From an optimization exercise on the open Yosys and OpenROAD flow, aimed at small area, a short achievable clock period and few clock cycles per item; shortcuts taken in it are not production practice. Function was checked by simulation only, so behaviour that the tests miss may differ from the original. Power and IR drop assume default switching activity.

Design sort_pipe, start of the top module:
module sort_pipe #(
  parameter int DATA_W   = 8,
  parameter int LOG_SIZE = 4,
  parameter int SIZE     = 2**LOG_SIZE,
  parameter int SIGNED   = 0
) (
  input  logic                       clk,
  input  logic                       rst,
  input  logic                       i_valid,
  output logic                       o_ready,
  input  logic                       i_desc,
  input  logic [DATA_W*SIZE-1:0]     i_din,
  output logic                       o_valid,
  input  logic                       i_ready,
  output logic                       o_desc,
  output logic [DATA_W*SIZE-1:0]     o_dout,
  output logic [LOG_SIZE*SIZE-1:0]   o_idx
);
  localparam int KW = DATA_W*SIZE;
  localparam int IW = LOG_SIZE*SIZE;
  localparam int NP = SIZE*(SIZE-1)/2;
  function automatic int pidx(input int i, input int j);
    pidx = i*SIZE - i*(i+1)/2 + (j - i - 1);
  endfunction
  function automatic logic key_le(input logic [DATA_W-1:0] a, input logic [DATA_W-1:0] b);
    logic c;
    c = 1'b1;
    for (int i = 0; i < DATA_W; i++) c = (~a[i] & b[i]) | ((~a[i] | b[i]) & c);
    key_le = c;
  endfunction
  function automatic logic [1:0] fadd(input logic a, input logic b, input logic c);
    fadd = {(a & b) | (a & c) | (b & c), a ^ b ^ c};
  endfunction
  function automatic logic [9:0] pc_first(input logic [14:0] v);
    logic [4:0] s, c;
    for (int i = 0; i < 5; i++) {c[i], s[i]} = fadd(v[3*i], v[3*i+1], v[3*i+2]);
    pc_first = {c, s};
  endfunction
  function automatic logic [5:0] pc_rest(input logic [9:0] f);
    logic [4:0] s, c;
    logic [1:0] x, u, b0, m;
    {c, s} = f;
    x  = fadd(s[0], s[1], s[2]);                       
    u  = fadd(c[0], c[1], c[2]);
    b0 = fadd(x[0], s[3], s[4]);                       
    m  = fadd(u[0], c[3], c[4]);
    pc_rest = {u[1], m[1], x[1], b0[1], m[0], b0[0]};
  endfunction
  logic              w_ce;
  logic              r1_vld, r1_desc, r2_vld, r2_desc, r3_vld, r3_desc;
  logic              r3_vld_port;        
  logic [KW-1:0]     r1_key, r2_key, r3_key;
  logic [NP-1:0]     r1_c;                 
  logic [6*SIZE-1:0] r2_rank;
  logic [IW-1:0]     r3_idx;
  assign w_ce    = ~r3_vld | i_ready;
  assign o_ready = ~r3_vld_port | i_ready;
  ...
For scale: ~10000 cells after synthesis, about 670 flip-flops, ~330 I/O pins, ~0.063 mm^2 of cells after synthesis.
export LEC_CHECK = 0
export ABC_AREA = 1
export CAP_MARGIN = 20
export CORE_MARGIN = 2
export CORE_UTILIZATION = 25
export PLACE_DENSITY = 0.35
export SETUP_SLACK_MARGIN = 2.2
export SLEW_MARGIN = 20
create_clock -name core_clock -period 4.5 [get_ports {clk}]
standard.sh (not shown) runs the stock make flow with config.mk's settings and CLKGATE_MAP_FILE= SYNTH_SCRIPT=/design/flow/synth_recipe.tcl, a recipe that flattens the netlist after the stock synthesis.
==> flow/flow/run.sh <==
#!/bin/bash
# Layout flow: the standard flow (standard.sh), except that the buffers placed on the input
# and output ports are plain buffers (buf_1) rather than the placer's default choice. Every port
# still gets its own buffer. Each tool's output is kept in the ORFS logs under orfs/logs.
set -euo pipefail
bash standard.sh "BUFFER_PORTS_ARGS=-buffer_cell sky130_fd_sc_hd__buf_1" finish > flow_standard.log 2>&1
Testbench counts at the start, summed over its fixed seeds: cycles 3,224, items 3,200.
Edit:
- PLACE_DENSITY: 0.35 -> 0.4
- SETUP_SLACK_MARGIN: 2.2 -> 2.0
The new run finished clean; sequential power barely changes; via count shrinks by 2.1%; clock power grows by 3.7%; worst hold slack loses 4.6 ps; final area shrinks by 4.9%; global-route usage shrinks by 0.98 points; final cell count shrinks by 1.4%; combinational power shrinks by 9.5%; core utilization shrinks by 1.6 points; critical path depth grows by 5.
Edit:
- PLACE_DENSITY: 0.4 -> 0.35
Outcome: Clock power goes down by a few percent; design area goes down slightly; hold slack gets better by 8.5 ps; critical path depth goes down by 2.

========
## run 1
The RTL this note starts from:
==> flow/design.v <==
module sort_pipe #(
  parameter int DATA_W   = 8,
  parameter int LOG_SIZE = 4,
  parameter int SIZE     = 2**LOG_SIZE,
  parameter int SIGNED   = 0
) (
  input  logic                       clk,
  input  logic                       rst,
  input  logic                       i_valid,
  output logic                       o_ready,
  input  logic                       i_desc,
  input  logic [DATA_W*SIZE-1:0]     i_din,
  output logic                       o_valid,
  input  logic                       i_ready,
  output logic                       o_desc,
  output logic [DATA_W*SIZE-1:0]     o_dout,
  output logic [LOG_SIZE*SIZE-1:0]   o_idx
);
  localparam int KW = DATA_W*SIZE;
  localparam int IW = LOG_SIZE*SIZE;
  function automatic logic key_le(input logic [DATA_W-1:0] a, input logic [DATA_W-1:0] b);
    logic [DATA_W-1:0] g, p;
    for (int i = 0; i < DATA_W; i++) begin
      g[i] = ~a[i] & b[i];
      p[i] = ~a[i] | b[i];
    end
    for (int s = 1; s < DATA_W; s = s * 2) begin
      for (int i = 0; i + s < DATA_W; i = i + 2 * s) begin
        g[i] = g[i + s] | (p[i + s] & g[i]);
        p[i] = p[i + s] & p[i];
      end
    end
    key_le = g[0] | p[0];
  endfunction
  function automatic logic [1:0] fadd(input logic a, input logic b, input logic c);
    fadd = {(a & b) | (a & c) | (b & c), a ^ b ^ c};
  endfunction
  localparam int NG = (SIZE - 1 + 2) / 3;    
  function automatic logic [2*NG-1:0] pc_first(input logic [SIZE-2:0] v);
    logic [3*NG-1:0] w;
    logic [NG-1:0] s, c;
    w = (3*NG)'(v);
    for (int i = 0; i < NG; i++) {c[i], s[i]} = fadd(w[3*i], w[3*i+1], w[3*i+2]);
    pc_first = {c, s};
  endfunction
  function automatic logic [LOG_SIZE-1:0] pc_rest(input logic [2*NG-1:0] f);
    logic [NG-1:0] s, c;
    {c, s} = f;
    if (SIZE == 16) begin
      logic [1:0] s2, s3, a, d, e, h;
      s2 = fadd(s[0], s[1], s[2]);                     
      s3 = fadd(s[3], s[4], s2[0]);
      a  = fadd(c[0], c[1], c[2]);                     
      d  = fadd(c[3], c[4], s2[1]);
      e  = fadd(a[0], d[0], s3[1]);
      h  = fadd(a[1], d[1], e[1]);                     
      pc_rest = LOG_SIZE'({h, e[0], s3[0]});
    end else begin
      pc_rest = '0;
      for (int i = 0; i < NG; i++) pc_rest = pc_rest + LOG_SIZE'(s[i]) + (LOG_SIZE'(c[i]) << 1);
    end
  endfunction
  logic              w_ce;
  logic              r1_vld, r1_desc, r2_vld, r2_desc, r3_vld, r3_desc;
  logic [KW-1:0]     r1_key, r2_key, r3_key;
  logic [2*NG*SIZE-1:0] r1_part;
  logic [IW-1:0]     r2_rank, r3_idx;
  assign w_ce    = ~r3_vld | i_ready;
  assign o_ready = w_ce;
  logic [DATA_W-1:0] w_kx [SIZE];
  logic              w_c  [SIZE][SIZE];    
  logic [2*NG*SIZE-1:0] w_part;
  logic [IW-1:0]     w_rank;
  for (genvar i = 0; i < SIZE; i++) begin : g_kx
    logic [DATA_W-1:0] k;
    assign k = i_din[i*DATA_W +: DATA_W];
    assign w_kx[i] = (SIGNED != 0) ? {~k[DATA_W-1] ^ i_desc, k[DATA_W-2:0] ^ {(DATA_W-1){i_desc}}}
                                   : k ^ {DATA_W{i_desc}};
  end
  for (genvar i = 0; i < SIZE; i++) begin : g_ci
    for (genvar j = 0; j < SIZE; j++) begin : g_cj
      if (i < j) begin : g_lt
        assign w_c[i][j] = key_le(w_kx[i], w_kx[j]);
      end else begin : g_ge
        assign w_c[i][j] = 1'b0;
      end
    end
  end
  for (genvar j = 0; j < SIZE; j++) begin : g_rank
    logic [SIZE-2:0] pre;
    for (genvar i = 0; i < SIZE; i++) begin : g_pre
      if (i < j) begin : g_lo
        assign pre[i] = w_c[i][j];
      end else if (i > j) begin : g_hi
        assign pre[i-1] = ~w_c[j][i];
      end
    end
    assign w_part[j*2*NG +: 2*NG] = pc_first(pre);
  end
  for (genvar j = 0; j < SIZE; j++) begin : g_rank2
    assign w_rank[j*LOG_SIZE +: LOG_SIZE] = pc_rest(r1_part[j*2*NG +: 2*NG]);
  end
  logic [KW-1:0] w_dout;
  logic [IW-1:0] w_idx;
  for (genvar r = 0; r < SIZE; r++) begin : g_out
    logic [DATA_W-1:0]   k;
    logic [LOG_SIZE-1:0] x;
    always_comb begin
      k = '0;
      x = '0;
      for (int j = 0; j < SIZE; j++) begin
        if (r2_rank[j*LOG_SIZE +: LOG_SIZE] == LOG_SIZE'(r)) begin
          k = k | r2_key[j*DATA_W +: DATA_W];
          x = x | LOG_SIZE'(j);
        end
      end
    end
    assign w_dout[r*DATA_W +: DATA_W]  = k;
    assign w_idx[r*LOG_SIZE +: LOG_SIZE] = x;
  end
  always_ff @(posedge clk) begin
    if (rst) begin
      r1_vld <= 1'b0;
      r2_vld <= 1'b0;
      r3_vld <= 1'b0;
    end else if (w_ce) begin
      r1_vld <= i_valid;
      r2_vld <= r1_vld;
      r3_vld <= r2_vld;
    end
  end
  always_ff @(posedge clk) begin
    if (w_ce) begin
      r1_desc <= i_desc;
      r1_key  <= i_din;
      r1_part <= w_part;
      r2_desc <= r1_desc;
      r2_key  <= r1_key;
      r2_rank <= w_rank;
      r3_desc <= r2_desc;
      r3_key  <= w_dout;
      r3_idx  <= w_idx;
    end
  end
  assign o_valid = r3_vld;
  assign o_desc  = r3_desc;
  assign o_dout  = r3_key;
  assign o_idx   = r3_idx;
endmodule
clock: 4.5 ns
lec_check: 0
abc_area: 1
cap_margin: 20
core_margin: 2
core_utilization: 25
place_density: 0.4
setup_slack_margin: 1.7
slew_margin: 20
run.sh (not shown) runs the stock make flow with config.mk's settings and CLKGATE_MAP_FILE= SYNTH_SCRIPT=/design/flow/synth_recipe.tcl, a recipe that flattens the netlist after the stock synthesis.
Stock flow here: none of the scripts above is used.
Run 1 reached the end of the flow, and the finished layout is clean on the timing, DRC and antenna checks.
Testbench counts of run 1, summed over its fixed seeds: cycles 3,224, items 3,200.
Input changes introduced in run 2 (baseline for comparison: run 1):
--- a/flow/config.mk
+++ b/flow/config.mk
@@ -9,6 +9,6 @@
 export CAP_MARGIN = 20
 export CORE_MARGIN = 2
-export CORE_UTILIZATION = 25
-export PLACE_DENSITY = 0.4
-export SETUP_SLACK_MARGIN = 1.7
+export CORE_UTILIZATION = 40
+export PLACE_DENSITY = 0.6
+export SETUP_SLACK_MARGIN = 2.0
 export SLEW_MARGIN = 20
==> run summary <==
- Horizontal die dimension (higher): run 1
- Diff run 1 -> run 2 | final weighted congestion of routability-driven global placement | increase of 9.4%
- Looking at placement-stage cell area, run 2 sits about 3.5% lower than run 1 does.
- Post-cts sizing count (run 2 vs. run 1) increases by more than 100%
- Synthesized cell count came out exactly the same in run 1 and run 2.
- The flow ended early for run 2: it failed with a tool error in 5_1_grt.
- Diff run 1 -> run 2 | chip height | down by more than 10%
- Relative to run 1, the number of buffers created by CTS measured on run 2 has decreased by a little under 10%.
- Standard-cell row count in run 2 vs run 1: down 21%
- Final HPWL from detailed placement (run 2 / run 1): 0.930
- Total setup buffers inserted after CTS came out higher on run 2 than on run 1.
- The lower number of instances in the placed design of run 1 and run 2 is in run 2.

[static timing again, ports no longer ideal]
No port has a modelled driver above. Below, the same layouts with a new extraction and two added sets of constraints.
Step 1 (the two cells are an assumption about what drives the block):
set clk [get_ports {clk}]
set_driving_cell -lib_cell sky130_fd_sc_hd__clkbuf_16 $clk
set_driving_cell -lib_cell sky130_fd_sc_hd__buf_2 [delete_from_list [all_inputs] $clk]
Step 2 adds t to the input delays and takes it off the output delays; t is the mean of the earliest and latest rising clock arrival at the registers after step 1. Input paths then give back, and output paths get back, about the clock's delay inside the block.
a / b / c = no drivers / after step 1 / after step 2; a / b = the first two.
| run | t (ns) | setup WS [ns] | hold WS [ns] | latest minus earliest clock arrival (ns) | pins driven straight from the clock port |
|---|---|---|---|---|---|
| the first run of note 1 | 0.824 | 1.942 / 1.942 / 1.312 | 0.381 / 0.308 / 0.397 | 0.101 / 0.101 | 1 |
| the second run of note 1 | 0.824 | 1.793 / 1.793 / 1.243 | 0.377 / 0.311 / 0.385 | 0.070 / 0.070 | 1 |
| the third run of note 1 | 0.828 | 1.860 / 1.860 / 1.181 | 0.385 / 0.308 / 0.402 | 0.100 / 0.101 | 1 |
| run 1 | 0.843 | 1.606 / 1.475 / 0.633 | 0.399 / 0.399 / 0.399 | 0.117 / 0.117 | 1 |
After both steps setup and hold are still met in every run listed. The setup slack of run 1, which loses most, moves by -0.131 ns with the drivers and by -0.973 ns with both steps.
